This is an optimization exercise on Yosys and OpenROAD, whose aim is a short achievable clock period and few clock cycles, not a production implementation. Function was checked by simulation only, so behaviour that the tests miss may differ from the original. No activity file was given, so power comes from the tool's default toggle rates.

**flow/config.mk**
```make
export PLATFORM = sky130hd
export DESIGN_NAME = isa_core
export DESIGN_NICKNAME = isa_core
export VERILOG_FILES = /design/flow/design.v
export SDC_FILE = /design/flow/constraint.sdc
export NUM_CORES = 4
export LEC_CHECK = 0
export CAP_MARGIN = 20
export CORE_MARGIN = 2
export CORE_UTILIZATION = 40
export SLEW_MARGIN = 20
```
**flow/constraint.sdc**
```tcl
create_clock -name core_clock -period 5.5 [get_ports {clk}]
set_input_delay 1.1000 -clock core_clock [delete_from_list [all_inputs] [get_ports {clk}]]
set_output_delay 1.1000 -clock core_clock [all_outputs]
set_load 0.01 [all_outputs]
```
**flow/design.v**
```verilog
package isa_pkg;
    localparam int word_w      = 16;               
    localparam int reg_idx_w   = 4;                
    localparam int num_regs    = 1 << reg_idx_w;   
    localparam int pc_w        = 11;               
    localparam int imm_w       = 5;                
    localparam int opcode_w    = 3;
    localparam int mult_stages = 2;
    localparam int mult_half_w = word_w / 2;       
    typedef logic signed [word_w-1:0] word_t;
    typedef logic [reg_idx_w-1:0]     reg_idx_t;
    typedef logic [pc_w-1:0]          pc_t;
    typedef logic [opcode_w-1:0]      opcode_t;
    localparam opcode_t op_arith    = 3'b000;      
    localparam opcode_t op_slt_mult = 3'b001;      
    localparam opcode_t op_beq      = 3'b100;      
    typedef struct packed {
        opcode_t  opcode;
        reg_idx_t rs;
        reg_idx_t rt;
        reg_idx_t rd;
        logic     func;    
    } instr_r_t;
    typedef struct packed {
        opcode_t                 opcode;
        reg_idx_t                rs;
        reg_idx_t                rt;
        logic signed [imm_w-1:0] imm;   
    } instr_b_t;
    typedef union packed {
        instr_r_t r;
        instr_b_t b;
    } instr_u;
    localparam logic [1:0] st_idle  = 2'd0;        
    localparam logic [1:0] st_fetch = 2'd1;        
    localparam logic [1:0] st_exe   = 2'd2;        
    localparam logic [1:0] st_alu   = 2'd3;        
endpackage
`timescale 1ns/1ns
module fetch_ctrl
(
    input  logic            clk,
    input  logic            rst_n,
    input  logic            run,
    input  logic            instr_valid,
    input  isa_pkg::instr_u instr_data,
    input  isa_pkg::word_t  rs_data,
    input  isa_pkg::word_t  rt_data,
    input  logic            exec_done,
    output logic            fetch_req,
    output isa_pkg::pc_t    fetch_addr,
    output isa_pkg::instr_u instr,
    output logic            exec_start,
    output logic            io_stall
);
    logic [1:0]      state;
    logic [1:0]      state_nxt;
    isa_pkg::instr_u instr_q;
    isa_pkg::pc_t    pc;
    isa_pkg::pc_t    pc_inc;
    isa_pkg::pc_t    br_off;
    isa_pkg::pc_t    pc_nxt;
    logic            is_alu;
    logic            br_taken;
    logic            retire;
    assign is_alu = (instr_q.r.opcode == isa_pkg::op_arith) ||
                    (instr_q.r.opcode == isa_pkg::op_slt_mult);
    assign br_taken = (instr_q.b.opcode == isa_pkg::op_beq) && (rs_data == rt_data);
    assign pc_inc = pc + isa_pkg::pc_t'(1);
    assign br_off = {{(isa_pkg::pc_w - isa_pkg::imm_w){instr_q.b.imm[isa_pkg::imm_w-1]}},
                     instr_q.b.imm};
    assign pc_nxt = br_taken ? pc_inc + br_off : pc_inc;    
    assign retire = ((state == isa_pkg::st_exe) && !is_alu) ||
                    ((state == isa_pkg::st_alu) && exec_done);
    always_comb
    begin
        state_nxt = state;
        case (state)
            isa_pkg::st_idle:
            begin
                if (run)
                    state_nxt = isa_pkg::st_fetch;
            end
            isa_pkg::st_fetch:
            begin
                if (instr_valid)
                    state_nxt = isa_pkg::st_exe;
            end
            isa_pkg::st_exe:
            begin
                if (is_alu)
                    state_nxt = isa_pkg::st_alu;
                else
                    state_nxt = run ? isa_pkg::st_fetch : isa_pkg::st_idle;
            end
            isa_pkg::st_alu:
            begin
                if (exec_done)
                    state_nxt = run ? isa_pkg::st_fetch : isa_pkg::st_idle;
            end
            default: state_nxt = isa_pkg::st_idle;
        endcase
    end
    always_ff @(posedge clk or negedge rst_n)
    begin
        if (!rst_n)
        begin
            state     <= isa_pkg::st_idle;
            fetch_req <= 1'b0;
            pc        <= '0;
        end
        else
        begin
            state     <= state_nxt;
            fetch_req <= (state_nxt == isa_pkg::st_fetch) && (state != isa_pkg::st_fetch);
            if (retire)
                pc <= pc_nxt;   
        end
    end
    always_ff @(posedge clk)
    begin
        if ((state == isa_pkg::st_fetch) && instr_valid)
            instr_q <= instr_data;
    end
    assign fetch_addr = pc;                           
    assign instr      = instr_q;
    assign exec_start = (state == isa_pkg::st_exe);   
    assign io_stall   = !retire;                      
endmodule
`timescale 1ns/1ns
module reg_file
(
    input  logic              clk,
    input  logic              rst_n,
    input  isa_pkg::reg_idx_t rs_idx,
    input  isa_pkg::reg_idx_t rt_idx,
    input  logic              we,
    input  isa_pkg::reg_idx_t wr_idx,
    input  isa_pkg::word_t    wr_data,
    input  logic              host_we,
    input  isa_pkg::reg_idx_t host_idx,
    input  isa_pkg::word_t    host_data,
    output isa_pkg::word_t    rs_data,
    output isa_pkg::word_t    rt_data
);
    isa_pkg::word_t regs [isa_pkg::num_regs];
    always_ff @(posedge clk or negedge rst_n)
    begin
        if (!rst_n)
        begin
            for (int i = 0; i < isa_pkg::num_regs; i++)
            begin
                regs[i] <= '0;
            end
        end
        else if (we)
        begin
            regs[wr_idx] <= wr_data;       
        end
        else if (host_we)
        begin
            regs[host_idx] <= host_data;   
        end
    end
    assign rs_data = regs[rs_idx];
    assign rt_data = regs[rt_idx];
endmodule
`timescale 1ns/1ns
module exec_unit
(
    input  logic              clk,
    input  logic              rst_n,
    input  logic              exec_start,
    input  isa_pkg::instr_u   instr,
    input  isa_pkg::word_t    rs_data,
    input  isa_pkg::word_t    rt_data,
    output logic              exec_done,
    output isa_pkg::reg_idx_t wr_idx,
    output isa_pkg::word_t    wr_data,
    output logic              we
);
    isa_pkg::word_t    op_a;
    isa_pkg::word_t    op_b;
    isa_pkg::reg_idx_t dst_q;
    isa_pkg::opcode_t  opc_q;
    logic              func_q;
    logic                              simple_start;
    logic                              mult_start;
    logic                              alu_pend;
    logic [isa_pkg::mult_stages-1:0]   mult_pipe;    
    logic [isa_pkg::word_w-1:0]      a_u;
    logic [isa_pkg::word_w-1:0]      b_u;
    logic [isa_pkg::word_w-1:0]      pp_lo_d;
    logic [isa_pkg::mult_half_w-1:0] pp_hi_d;
    logic [isa_pkg::word_w-1:0]      pp_lo_q;
    logic [isa_pkg::mult_half_w-1:0] pp_hi_q;
    isa_pkg::word_t sum;
    isa_pkg::word_t diff;
    isa_pkg::word_t slt_res;
    isa_pkg::word_t prod;
    assign simple_start = exec_start &&
                          ((instr.r.opcode == isa_pkg::op_arith) ||
                           ((instr.r.opcode == isa_pkg::op_slt_mult) && !instr.r.func));
    assign mult_start   = exec_start &&
                          (instr.r.opcode == isa_pkg::op_slt_mult) && instr.r.func;
    always_ff @(posedge clk)
    begin
        if (exec_start)
        begin
            op_a   <= rs_data;
            op_b   <= rt_data;
            dst_q  <= instr.r.rd;
            opc_q  <= instr.r.opcode;
            func_q <= instr.r.func;
        end
    end
    always_ff @(posedge clk or negedge rst_n)
    begin
        if (!rst_n)
        begin
            alu_pend  <= 1'b0;
            mult_pipe <= '0;
        end
        else
        begin
            alu_pend  <= simple_start;   
            mult_pipe <= {mult_pipe[isa_pkg::mult_stages-2:0], mult_start};
        end
    end
    assign a_u = op_a;
    assign b_u = op_b;
    assign pp_lo_d = a_u * {{isa_pkg::mult_half_w{1'b0}},
                            b_u[isa_pkg::mult_half_w-1:0]};
    assign pp_hi_d = a_u[isa_pkg::mult_half_w-1:0] *
                     b_u[isa_pkg::word_w-1:isa_pkg::mult_half_w];
    always_ff @(posedge clk)
    begin
        pp_lo_q <= pp_lo_d;
        pp_hi_q <= pp_hi_d;
    end
    assign prod = pp_lo_q + {pp_hi_q, {isa_pkg::mult_half_w{1'b0}}};   
    assign sum     = op_a + op_b;                                  
    assign diff    = op_a - op_b;
    assign slt_res = (op_a < op_b) ? isa_pkg::word_t'(1) : '0;   
    always_comb
    begin
        if (mult_pipe[isa_pkg::mult_stages-1])
            wr_data = prod;
        else if (opc_q == isa_pkg::op_slt_mult)
            wr_data = slt_res;
        else if (func_q)
            wr_data = diff;
        else
            wr_data = sum;
    end
    assign exec_done = alu_pend || mult_pipe[isa_pkg::mult_stages-1];
    assign we        = exec_done;   
    assign wr_idx    = dst_q;
endmodule
`timescale 1ns/1ns
module isa_core
(
    input  logic              clk,
    input  logic              rst_n,
    input  logic              run,
    input  logic              host_we,
    input  isa_pkg::reg_idx_t host_idx,
    input  isa_pkg::word_t    host_data,
    input  logic              instr_valid,
    input  isa_pkg::instr_u   instr_data,
    output logic              fetch_req,
    output isa_pkg::pc_t      fetch_addr,
    output logic              wb_valid,
    output isa_pkg::reg_idx_t wb_idx,
    output isa_pkg::word_t    wb_data,
    output logic              io_stall
);
    isa_pkg::instr_u   instr;        
    logic              exec_start;
    logic              exec_done;
    isa_pkg::word_t    rs_data;
    isa_pkg::word_t    rt_data;
    logic              ex_we;
    isa_pkg::reg_idx_t ex_wr_idx;
    isa_pkg::word_t    ex_wr_data;
    fetch_ctrl u_fetch_ctrl (
        .clk         (clk),
        .rst_n       (rst_n),
        .run         (run),
        .instr_valid (instr_valid),
        .instr_data  (instr_data),
        .rs_data     (rs_data),
        .rt_data     (rt_data),
        .exec_done   (exec_done),
        .fetch_req   (fetch_req),
        .fetch_addr  (fetch_addr),
        .instr       (instr),
        .exec_start  (exec_start),
        .io_stall    (io_stall)
    );
    reg_file u_reg_file (
        .clk       (clk),
        .rst_n     (rst_n),
        .rs_idx    (instr.r.rs),
        .rt_idx    (instr.r.rt),
        .we        (ex_we),
        .wr_idx    (ex_wr_idx),
        .wr_data   (ex_wr_data),
        .host_we   (host_we && !run),
        .host_idx  (host_idx),
        .host_data (host_data),
        .rs_data   (rs_data),
        .rt_data   (rt_data)
    );
    exec_unit u_exec_unit (
        .clk        (clk),
        .rst_n      (rst_n),
        .exec_start (exec_start),
        .instr      (instr),
        .rs_data    (rs_data),
        .rt_data    (rt_data),
        .exec_done  (exec_done),
        .wr_idx     (ex_wr_idx),
        .wr_data    (ex_wr_data),
        .we         (ex_we)
    );
    assign wb_valid = ex_we;        
    assign wb_idx   = ex_wr_idx;
    assign wb_data  = ex_wr_data;
endmodule
```
**flow/run.sh**
```bash
#!/bin/bash
# synth_recipe.tcl (not shown) runs the flow's synth.tcl, then flattens the netlist and writes it again
# the make line also repeats each setting of config.mk as NAME=value (left out here)
make -C /OpenROAD-flow-scripts/flow DESIGN_CONFIG=/design/flow/config.mk WORK_HOME=/design/flow/orfs CLKGATE_MAP_FILE= SYNTH_SCRIPT=/design/flow/synth_recipe.tcl finish
```
==> run_results.csv <==
group,metric,value,unit
outcome,outcome,"finished clean",
place,place.gp.congestion,0.965,
critical_path,cp.required,4.40,ns
critical_path,cp_slowest_cell,"clkdlybuf4s50_1",
routing,firstDrtPassIters,6,
min_path,hold_class,"reg2reg",
critical_path,r2r_start,"u_exec_unit.op_a[4]",
grt,grt_usage,0.292,
synthesis,synthArstFlopShare,0.773,
routing,viasPerCell,6.05,
synthesis,synth_compound_area_frac,0.192,
clocking,cts_buffers,44,
sta,fin_ws,0.235,ns
layout,fin_nets,2818,
synthesis,synthTopCellsByArea,"dfrtp_1, edfxtp_1, fa_1",
grt,grt_pass1_wl,135,mm
min_path,hold_start,"u_exec_unit.mult_pipe[0]",
clocking,root_buffer,"clkbuf_16",
min_path,hold_end,"u_exec_unit.mult_pipe[1]",
routing,drc,0,
synthesis,synth_cells,2545,
synthesis,syn_nets,2751,
critical_path,crit_fanout,5,
grt,grt_overflow,0,
sta,finalSetupViolCount,0,
routing,drtAntennaViolNets,0,
sta,finalClockSkew,0.0319,ns
layout,stdcell_area,27500,um2
pwr,peakVddDrop,0.000288,V
synthesis,synth_cell_types,98,
die,rows,89,
clocking,cts_max_path_buffers,3,
sta,finalWorstPathRequiredPeriod,5.27,ns
synthesis,syn_area,24000,um2
critical_path,path_depth,12,
min_path,min_path_cells,0,
critical_path,path_delay_family,"compound AO/OA/AOI/OAI gates",
synthesis,synth.avg_cell_area,9.44,um2
grt,antenna_found_initial,1,
routing,vias,20700,
routing,wirelength,92.2,mm
sta,hold-worst-slack,0.364,ns
flow_run,drv_cap,0,
place,portBuffers,74,
die,dieArea,62000,um2
place,dp_slack,0.558,ns
synthesis,synth_fa_ha_area_frac,0.110,
critical_path,slowest_delay,0.54,ns
sta,relSlewSlack,0.236,
synthesis,yosys.area.top_type,"dfrtp_1",
critical_path,timing_worst_setup_path_type,"reg2out",
critical_path,arrival,4.17,ns
die,coreArea,59200,um2
clocking,cts.htree.levels,2,
clocking,clock_sinks,353,
synthesis,synth_top_area_share,0.284,
place,place_hpwl,66.3,mm
critical_path,critPathLaunchType,"flip-flop",
die,start_util,0.405,
sta,hold_viol_final,0,
layout,area_growth,14.4,%
routing,wl_per_cell,26.9,um
synthesis,yosys.area_share.simple,0.155,
grt,grt_pass1_vias,20400,
synthesis,postSynth.topFlopCell,"dfrtp_1",
synthesis,synth-edff-count,56,
sta,fin_setup_tns,0,ns
die,die_h,249,um
synthesis,yosysSeqAreaShare,0.375,
sta,drv_slew,0,
sta,period_share,0.957,
pwr,p_leak,11.9,nW
clocking,cts_tree,"yes",
synthesis,synth_top_family_by_area,"compound AO/OA/AOI/OAI gates",
critical_path,r2r_slack,0.73,ns
synthesis,ys_top_cells_by_count,"nand2_1, dfrtp_1, o21ai_0",
critical_path,critical_path_buf_inv_count,1,
critical_path,ff2ff_path_depth,17,
critical_path,crit_chain,"ha_1 -> fa_1 -> nand2b_1 -> a21oi_1 -> o21bai_1 -> a21oi_1 -> o21a_1 -> o311a_1 -> or3_1 -> a211o_1 -> nand2_1 -> clkdlybuf4s50_1",
critical_path,critPathCaptureType,"primary output",
die,die_x,249,um
synthesis,synthMuxAreaShare,0.0795,
clocking,clock_latency,0.60,ns
routing,drtIter0Drc,2157,
synthesis,synth_most_common_cell,"nand2_1",
sta,fmax,0.190,GHz
critical_path,crit_path_frequent_cell,"a21oi_1",
synthesis,ys_warn_count,4,
sta,worstMarginPinSlew,1.15,ns
critical_path,reg2reg_to,"u_exec_unit.pp_lo_q[15]",
place,post_dp_cell_area,25900,um2
die,ios,75,
sta,rsz0062_at_grt,"no",
pwr,power.density,260,nW/um2
synthesis,synthXorXnorAreaFrac,0.0292,
synthesis,synth-seq-cells,353,
clocking,clk_pin_slew,0.06,ns
grt,grt_max_degree,168,
layout,layout-drive-gt1-share,0.131,
layout make-up:
class / instances / area [um2]
tap: 773 / 967
fill: 5682 / 31800
clock buffer: 62 / 1290
timing repair buffer: 190 / 1670
sequential: 353 / 8990
multi-input combinational: 1863 / 13700
inverter: 160 / 601
clock inverter: 20 / 211
antenna: 2 / 5.00
how the worst max path moves through the flow:
stage,end,startpoint,slack (ns)
4_1_cts,wb_data[15],u_exec_unit.op_b[2],0.004
2_1_floorplan,u_exec_unit.pp_lo_q[14],u_exec_unit.op_a[1],1.0
3_3_place_gp,wb_data[10],u_exec_unit.op_b[2],0.66
5_1_grt,wb_data[15],u_exec_unit.op_b[1],0.02
3_5_place_dp,wb_data[10],u_exec_unit.op_b[2],0.56
6_report,wb_data[8],u_exec_unit.op_b[0],0.23
worst register-to-register path, stage by stage, from the launching register on:
cell,delay (ns)
edfxtp_1,0.66
nand2_1,0.14
fa_1,0.52
fa_1,0.54
inv_1,0.05
fa_1,0.48
inv_1,0.05
fa_1,0.47
inv_1,0.04
ha_1,0.30
a21boi_0,0.15
o21ai_0,0.20
nand2b_1,0.11
a21o_1,0.19
a21oi_1,0.25
a2bb2oi_1,0.23
a21oi_1,0.10
xnor2_1,0.14
layer usage:
metal	routed length (um)	global-route usage	share of wire
met1	37600	0.380	0.41
met2	41700	0.465	0.45
met3	7180	0.0498	0.078
met4	5680	0.160	0.062
met5	18	0	0.00020
repair_timing:
action,CTS,global route
hold buffers,0,0
buffers inserted,2,2
cloned,0,0
pin swaps,0,1
endpoints found under the setup margin,2,6
resized for setup,1,4
registers in the layout, summed over array words and instances (netlist names), 3 cells and up:
| name | flops |
|---|---|
| u_exec_unit.opc_q | 3 |
| u_exec_unit.pp_hi_q | 8 |
| u_fetch_ctrl.pc | 11 |
| u_exec_unit.dst_q | 4 |
| u_exec_unit.op_a | 16 |
| u_reg_file.regs | 256 |
| u_fetch_ctrl.instr_q | 16 |
| u_exec_unit.op_b | 16 |
| u_exec_unit.pp_lo_q | 16 |
placed cells by master (no fill, tap or decap), types with 68 or more instances in the layout:
cell	count
xnor2_1	68
o21ai_0	219
a21oi_1	69
mux2_2	96
ha_1	89
clkdlybuf4s50_1	73
inv_1	156
nand2_1	312
buf_4	111
and2_1	94
mux2i_1	72
fa_1	76
dfrtp_1	273
nor2_1	99
logic make-up (layout without fill, tap and decap cells):
family / count (synthesis) / after routing
buffers and inverters: 329 / 432
AOI/OAI and AO/OA: 682 / 682
DFF: 353 / 353
xor gates and xnor gates: 80 / 80
muxes: 176 / 176
and+or+nand+nor: 760 / 760
adders and majority gates: 165 / 165
other: 0 / 2
power breakdown:
group / leakage [nW] / internal, mW / switching (mW)
logic: 6.93 / 0.373 / 0.390
clock network: 0.735 / 1.75 / 1.27
registers: 4.23 / 3.01 / 0.334
total: 11.9 / 5.14 / 1.99
per-stage QoR:
stage	total power, mW	std cells	util
CTS	7.15	3419	0.463
global route	7.41	3421	0.464
global placement	4.10	3335	0.437
detailed placement	4.13	3335	0.437
floorplan	3.78	2545	-
finish	7.13	3423	0.464
Testbench counts, summed over its fixed seeds: cycles 30,031.

-- port drivers added, routing unchanged --
The flow's constraints put no driver on any port. The routed layout listed below was extracted and timed again, unchanged, in two steps.
Step 1: set_driving_cell puts a clkbuf_16 on clk and a buf_2 on each other input, an assumption about the parent block.
Step 2 also shifts input and output timing later by t, the mid clock arrival at the registers, as if the neighbouring blocks saw the same clock.
Three values: ideal ports, drivers, drivers and shift; two values: the first two.
t (ns): 0.643
setup slack, ns: 0.235 / 0.176 / 0.728
worst setup path after step 2: register to register
worst register clock-pin slew, ns: 0.07 / 0.07
After both steps setup and hold are still met in this run. The setup slack of this run moves by -0.059 ns with the drivers and by +0.493 ns with both steps.
